This design comes from an exercise in tuning for small area and a short achievable clock period on the open sky130 flow, not from production work.
Only simulation tests tie the RTL to the original design; equivalence was not proved.

==> design.v <==
package attack_pkg;
  localparam int unsigned HIT     = 0;
  localparam int unsigned SMASH_U = 1;
  localparam int unsigned SMASH_R = 4;
  localparam int unsigned JAB     = 5;
  localparam int unsigned SPEC_U  = 6;
  localparam int unsigned SPEC_R  = 9;
  localparam int unsigned SPEC_N  = 10;
  localparam int unsigned ACTIVE  = 11;
  function automatic logic [1:0] hitCode(input logic [SPEC_N:SMASH_U] t);
    logic smash, jab, spec;
    smash = |t[SMASH_R:SMASH_U];
    jab   = t[JAB];
    spec  = |t[SPEC_R:SPEC_U];
    if (smash)     hitCode = 2'b11;
    else if (jab)  hitCode = 2'b01;
    else if (spec) hitCode = 2'b10;
    else           hitCode = 2'b00;
  endfunction
  function automatic logic hitValid(input logic [SPEC_N:SMASH_U] t);
    hitValid = |t;
  endfunction
  function automatic logic [3:0] hitDmg(input logic [1:0] c);
    hitDmg = {c[1] | ~c[0], c[1] & c[0], c[1] | c[0], c[0]};
  endfunction
  function automatic logic [1:0] hitTier(input logic [1:0] c);
    hitTier = {c[1] | ~c[0], c[0]};
  endfunction
endpackage
module kb_scaler #(
  parameter int unsigned FW = 11
) (
  input  logic signed [15:0]   base,
  input  logic        [FW-1:0] factor,
  output logic signed [15:0]   scaled
);
  logic signed [FW+16:0] product;
  logic signed [FW+9:0]  sum;
  always_comb begin
    product = base * $signed({1'b0, factor});
    sum     = product[FW+16:7];
    if (sum > $signed((FW+10)'(32767))) begin
      scaled = 16'sh7FFF;
    end else if (sum < -$signed((FW+10)'(32767))) begin
      scaled = 16'sh8001;
    end else begin
      scaled = sum[15:0];
    end
  end
endmodule
module attack_arbiter #(
  parameter int unsigned        STUN_W      = 24,
  parameter logic [STUN_W-1:0]  STUN_CYCLES = 24'd20,
  parameter int unsigned        DMG_W       = 10,
  parameter int unsigned        DMG_MAX     = 999
) (
  input  logic             clock,
  input  logic             reset,
  input  logic [31:0]      p1_attack,
  input  logic [31:0]      p1_knockback,
  input  logic [31:0]      p2_attack,
  input  logic [31:0]      p2_knockback,
  output logic [DMG_W-1:0] p1_damage,
  output logic [DMG_W-1:0] p2_damage,
  output logic [31:0]      p1_kb_out,
  output logic             p1_kb_valid,
  output logic [31:0]      p2_kb_out,
  output logic             p2_kb_valid,
  output logic             p1_stunned,
  output logic             p2_stunned,
  output logic             clash
);
  localparam int unsigned SW = 5;
  localparam int unsigned FW = DMG_W + 1;
  localparam logic [FW-1:0] F_OFS = FW'(128);
  localparam logic [FW-1:0] F_MAX = FW'(DMG_MAX + 128);
  logic              p1Block, p2Block;        
  logic              p1Pending, p2Pending;
  logic [1:0]        p1Code, p2Code;
  logic [FW-1:0]     p1Factor, p2Factor;      
  logic [31:0]       p1KbBase, p2KbBase;
  logic [SW-1:0]     p1StunCount, p2StunCount;
  logic [DMG_W-1:0]  p1Damage, p2Damage;
  logic [31:0]       p1KbOut, p2KbOut;
  logic              p1KbValid, p2KbValid, clashReg;
  logic              eval;                    
  logic              vicIsP1;                 
  logic              p1HitEv, p2HitEv, p1Stun, p2Stun;
  logic              p1Cand, p2Cand, p1Victim, p2Victim, clashNow;
  logic              p1PendNext, p2PendNext;
  logic [1:0]        p1NewCode, p2NewCode, p1CodeNext, p2CodeNext;
  logic [1:0]        p1Tier, p2Tier;
  logic [FW-1:0]     p1NewFactor, p2NewFactor, atkFactor;
  logic [DMG_W-1:0]  newDamage;
  logic [31:0]       atkKb, kbScaled;
  assign p1Stun = (p1StunCount != '0);
  assign p2Stun = (p2StunCount != '0);
  assign p1HitEv = p1_attack[attack_pkg::HIT] & p1_attack[attack_pkg::ACTIVE] & ~p1Block & ~p1Stun
                   & attack_pkg::hitValid(p1_attack[attack_pkg::SPEC_N:attack_pkg::SMASH_U]);
  assign p2HitEv = p2_attack[attack_pkg::HIT] & p2_attack[attack_pkg::ACTIVE] & ~p2Block & ~p2Stun
                   & attack_pkg::hitValid(p2_attack[attack_pkg::SPEC_N:attack_pkg::SMASH_U]);
  always_comb begin
    p1NewCode   = attack_pkg::hitCode(p1_attack[attack_pkg::SPEC_N:attack_pkg::SMASH_U]);
    p2NewCode   = attack_pkg::hitCode(p2_attack[attack_pkg::SPEC_N:attack_pkg::SMASH_U]);
    p1NewFactor = {1'b0, p2Damage} + F_OFS + FW'(attack_pkg::hitDmg(p1NewCode));
    p2NewFactor = {1'b0, p1Damage} + F_OFS + FW'(attack_pkg::hitDmg(p2NewCode));
    if (p1NewFactor > F_MAX) p1NewFactor = F_MAX;
    if (p2NewFactor > F_MAX) p2NewFactor = F_MAX;
  end
  always_comb begin
    p1Tier   = attack_pkg::hitTier(p1Code);
    p2Tier   = attack_pkg::hitTier(p2Code);
    p1Cand   = p1Pending & ~p1Stun & ~p2Stun;
    p2Cand   = p2Pending & ~p1Stun & ~p2Stun;
    p1Victim = eval & p2Cand & (~p1Cand | (p2Tier > p1Tier));
    p2Victim = eval & p1Cand & (~p2Cand | (p1Tier > p2Tier));
    clashNow = eval & p1Cand & p2Cand & (p1Tier == p2Tier);
  end
  always_comb begin
    p1PendNext = reset & (p1HitEv | (p1Pending & ~eval));
    p2PendNext = reset & (p2HitEv | (p2Pending & ~eval));
    p1CodeNext = p1HitEv ? p1NewCode : p1Code;
    p2CodeNext = p2HitEv ? p2NewCode : p2Code;
  end
  always_comb begin
    atkFactor = vicIsP1 ? p2Factor : p1Factor;
    atkKb     = vicIsP1 ? p2KbBase : p1KbBase;
    newDamage = DMG_W'(atkFactor - F_OFS);
  end
  kb_scaler #(.FW(FW)) uKbX (.base(atkKb[31:16]), .factor(atkFactor), .scaled(kbScaled[31:16]));
  kb_scaler #(.FW(FW)) uKbY (.base(atkKb[15:0]),  .factor(atkFactor), .scaled(kbScaled[15:0]));
  always_ff @(posedge clock) begin
    if (!reset) begin
      p1Block <= p1_attack[attack_pkg::ACTIVE];
      p2Block <= p2_attack[attack_pkg::ACTIVE];
    end else begin
      if (p1HitEv) p1Block <= 1'b1;
      else if (!p1_attack[attack_pkg::ACTIVE]) p1Block <= 1'b0;
      if (p2HitEv) p2Block <= 1'b1;
      else if (!p2_attack[attack_pkg::ACTIVE]) p2Block <= 1'b0;
    end
  end
  always_ff @(posedge clock) begin
    p1Pending <= p1PendNext;
    p2Pending <= p2PendNext;
    vicIsP1   <= p2PendNext & (~p1PendNext
                 | (attack_pkg::hitTier(p2CodeNext) > attack_pkg::hitTier(p1CodeNext)));
  end
  always_ff @(posedge clock) begin
    if (p1HitEv) begin
      p1Code   <= p1NewCode;
      p1Factor <= p1NewFactor;
      p1KbBase <= p1_knockback;
    end
    if (p2HitEv) begin
      p2Code   <= p2NewCode;
      p2Factor <= p2NewFactor;
      p2KbBase <= p2_knockback;
    end
  end
  always_ff @(posedge clock) begin
    if (!reset) begin
      eval        <= 1'b0;
      p1Damage    <= '0;
      p2Damage    <= '0;
      p1KbOut     <= '0;
      p2KbOut     <= '0;
      p1KbValid   <= 1'b0;
      p2KbValid   <= 1'b0;
      p1StunCount <= '0;
      p2StunCount <= '0;
      clashReg    <= 1'b0;
    end else begin
      eval      <= ~eval & ~p1KbValid & ~p2KbValid & (p1Pending | p2Pending);
      p1KbValid <= p1Victim;
      p2KbValid <= p2Victim;
      clashReg  <= clashNow;
      if (p1Victim) begin
        p1Damage    <= newDamage;
        p1KbOut     <= kbScaled;
        p1StunCount <= SW'(STUN_CYCLES);
      end else if (p1Stun) begin
        p1StunCount <= p1StunCount - SW'(1);
      end
      if (p2Victim) begin
        p2Damage    <= newDamage;
        p2KbOut     <= kbScaled;
        p2StunCount <= SW'(STUN_CYCLES);
      end else if (p2Stun) begin
        p2StunCount <= p2StunCount - SW'(1);
      end
    end
  end
  assign p1_damage   = p1Damage;
  assign p2_damage   = p2Damage;
  assign p1_kb_out   = p1KbOut;
  assign p2_kb_out   = p2KbOut;
  assign p1_kb_valid = p1KbValid;
  assign p2_kb_valid = p2KbValid;
  assign p1_stunned  = p1Stun;
  assign p2_stunned  = p2Stun;
  assign clash       = clashReg;
endmodule
==> run.sh <==
#!/bin/bash
# synth_recipe.tcl (not shown) runs the flow's synth.tcl, then flattens the netlist and writes it again
# the make line also repeats each setting of config.mk as NAME=value (left out here)
make -C /OpenROAD-flow-scripts/flow DESIGN_CONFIG=/design/flow/config.mk WORK_HOME=/design/flow/orfs CLKGATE_MAP_FILE= SYNTH_SCRIPT=/design/flow/synth_recipe.tcl finish
==> config.mk <==
export PLATFORM = sky130hd
export DESIGN_NAME = attack_arbiter
export DESIGN_NICKNAME = attack_arbiter
export VERILOG_FILES = /design/flow/design.v
export SDC_FILE = /design/flow/constraint.sdc
export NUM_CORES = 4
export LEC_CHECK = 0
export CAP_MARGIN = 20
export CORE_MARGIN = 2
export CORE_UTILIZATION = 40
export SLEW_MARGIN = 20
==> constraint.sdc <==
create_clock -name core_clock -period 12.0 [get_ports {clock}]
set_input_delay 2.4000 -clock core_clock [delete_from_list [all_inputs] [get_ports {clock}]]
set_output_delay 2.4000 -clock core_clock [all_outputs]
set_load 0.01 [all_outputs]
==> results.txt <==
-- flip-flops by register name, indices dropped and copies added, names as in the netlist, 10 cells and up --
signal,flops
p2Damage,10
p1KbBase,32
p1Factor,11
p2Factor,11
p1KbOut,32
p2KbBase,32
p1Damage,10
p2KbOut,32
-- through the flow --
| step | hold WS (ns) | std cells |
|---|---|---|
| 5_1_grt | 0.4839 | 3353 |
| 4_1_cts | 0.4630 | 3351 |
| 2_1_floorplan | 0.4344 | 2472 |
| 3_3_place_gp | 0.4373 | 3319 |
| 6_report | 0.4611 | 3353 |
| 3_5_place_dp | 0.4453 | 3319 |
-- Yosys cell counts (7+ instances only) --
cell type / count / area (um2)
inv_1: 480 / 1802
o211ai_1: 32 / 240.2
and2_1: 8 / 50.05
a221o_1: 8 / 80.08
or3_1: 9 / 56.30
a22o_1: 9 / 78.83
nand3_1: 21 / 105.1
edfxtp_1: 88 / 2643
fa_1: 322 / 6446
nor3b_1: 12 / 90.09
or2_2: 9 / 56.30
buf_1: 12 / 45.04
a311oi_1: 15 / 131.4
mux2_2: 46 / 518.0
dfxtp_1: 105 / 2102
a21oi_1: 65 / 325.3
o21ai_0: 75 / 375.4
and3_1: 14 / 87.58
xnor2_1: 32 / 280.3
xor2_1: 18 / 157.7
nor4_1: 12 / 75.07
ha_1: 131 / 1639
buf_2: 8 / 40.04
nand2b_1: 27 / 168.9
a31oi_1: 9 / 56.30
a21o_1: 19 / 142.6
a211oi_1: 15 / 112.6
nor2b_1: 35 / 219.0
and4_1: 7 / 61.31
mux2i_1: 36 / 360.4
nand4_1: 16 / 100.1
nor3_1: 28 / 140.1
o21a_1: 8 / 60.06
nand2_1: 378 / 1419
o31ai_1: 21 / 157.7
clkbuf_1: 73 / 274.0
nor2_1: 170 / 638.1
-- worst max-delay path, cell delays in order (launching register included) --
cell and delay, ns:
dfxtp_4 0.78, buf_4 0.60, mux2_2 0.73, nand2_1 0.15, fa_1 0.44, fa_1 0.50, fa_1 0.49, inv_1 0.06
fa_1 0.54, inv_1 0.06, fa_1 0.53, inv_1 0.04, ha_1 0.42, a21oi_1 0.31, o21ai_0 0.30, a2111oi_2 0.63
a211oi_2 0.15, o311ai_1 0.89, a21oi_1 0.57, nor3b_1 0.33, a311oi_1 0.08
-- layer usage --
layer | GRT usage, % | vias to the layer above | wire length, um
met4 | 7.736 | 0 | 1889
li1 | - | 8176 | -
met5 | 0 | - | 0
met3 | 3.180 | 90 | 2577
met1 | 27.61 | 8659 | 25980
met2 | 39.02 | 453 | 30380
-- area by class of cell --
class / instances / area (um2)
sequential: 193 / 4748
timing repair buffer: 196 / 1957
inverter: 484 / 1817
multi-input combinational: 1700 / 15370
clock inverter: 15 / 191.4
fill: 5343 / 29650
clock buffer: 17 / 425.4
tap: 748 / 935.9
-- logic make-up (layout without fill, tap and decap cells) --
group,after synthesis,in the layout,synth area share (%)
buffers and inverters,579,712,9.832
XOR/XNOR,51,51,2.069
AND/OR/NAND/NOR,770,770,15.66
AO/OA/AOI/OAI,341,341,10.68
adder cells (fa/ha/maj),454,454,36.37
multiplexers,84,84,4.076
flip-flops,193,193,21.32
-- worst min path at each step --
stage                   start             end  cells past startpoint
2_1_floorplan  p1StunCount[4]  p1StunCount[4]                      2
4_1_cts        p1StunCount[4]  p1StunCount[4]                      2
5_1_grt           p1KbOut[19]     p1KbOut[19]                      2
6_report          p1KbOut[19]     p1KbOut[19]                      2
3_3_place_gp      p1KbOut[21]     p1KbOut[21]                      2
3_5_place_dp      p1KbOut[18]     p1KbOut[18]                      2
==> metrics.cfg <==
[timing]
fin_ws_ns = 3.238
fin_crit_sh_pct = 73.02
hold_viol = 0
finalCriticalPeriod_ns = 8.762
tns_ns = 0
drv_slew = 0
fin_skew_ns = 0.02131
clock.fmax_ghz = 0.1141
setup_viol = 0
maxSlewHeadroom_pct = 31.55
worst_pin_slew_ns = 1.011
grt_setup_unrepaired = no

[setup_path]
crit_start = vicIsP1
r2r_start = vicIsP1
crit_type = flip-flop to flip-flop
startpoint_type = flip-flop
reg2reg_slack_ns = 3.24
reg2reg_to = p2KbOut[19]
required_ns = 12.35
crit_arrival_ns = 9.11
crit_fanout = 39
worstRegToRegCells = 20
worst_setup_path_end_kind = flip-flop
worstSetupEndpoint = p2KbOut[19]

[die]
dieArea_um2 = 57550
initial_utilization_pct = 40.40
dieHeight_um = 239.9
rows = 86
dieWidth_um = 239.9
core-area_um2 = 55090
ioPinCount = 219

[clocking]
path_clk_slew_ns = 0.09
clock_latency_ns = 0.49
cts_tree = built
clock_sinks = 193
clockBufferDepth = 2
htree_levels = 4
cts_buffers = 17
post_cts_buffers = 0
cts-resized-gates = 0
clock-root-buffer = clkbuf_16
cts_hold_buf = 0

[synthesis]
ys_seq_area_share_pct = 21.32
async_flop_share_pct = 0
ys_seq_elements = 193
synth-edff-count = 88
synth_nets = 3055
syn_inst = 2472
synth_cell_types = 90
yosys_most_used_dff = dfxtp_1
synth_warnings = 2
synth_area_per_cell_um2 = 9.004
syn_area_um2 = 22260

[global_route]
antenna_found_initial = 0
grt.total_usage_pct = 22.11
grt_first_pass_wirelength_um = 98820
grt.overflow.total = 0
grt_pass1_vias = 18460
grt_max_degree = 51

[finish]
drive_gt1_share_pct = 5.182
layout_common_cells = inv_1, nand2_1, fa_1
n_antenna_cell = 0
final_common_cell = inv_1
postLayoutCellArea_um2 = 25440
final_util_pct = 46.18
nNetsFinal = 3175
synthToLayoutAreaGrowth_pct = 14.30

[routing]
wire_per_inst_um = 18.14
viasPerCell = 5.183
drc_errors = 0
drtIter0Drc = 1312
vias = 17380
drt_wl_total_um = 60830
drtAntennaViolNets = 0
first_pass_iters = 8

[run]
max-cap-violations = 0

[placement]
post-place-ws_ns = 3.094
port_buffers = 178
hpwl_um = 48660
routabilityCongestion = 0.8737
placed_cell_area_um2 = 24770

[hold_path]
hold_class = flip-flop to flip-flop

[outcome]
status = finished clean

==> port drivers added, routing unchanged <==
No port has a modelled driver above. Below, the same layout with a new extraction and two added sets of constraints. Step 1: set_driving_cell puts a clkbuf_16 on clock and a buf_2 on each other input, an assumption about the parent block. Step 2 times the ports against the registers' clock, not the clock port: input delays grow and output delays shrink by t, the midpoint of the rising clock arrivals with the driver on. Three values: ideal, step 1, step 2; two values: the first two.
t (ns): 0.536
setup WS [ns]: 3.238 / 3.238 / 3.238
worst hold slack (ns): 0.461 / 0.461 / 0.461
worst setup path at the end: register to register
After both steps setup and hold are still met in this run. For this run, drivers alone change the setup slack by 0.000 ns; drivers and shift together by 0.000 ns.
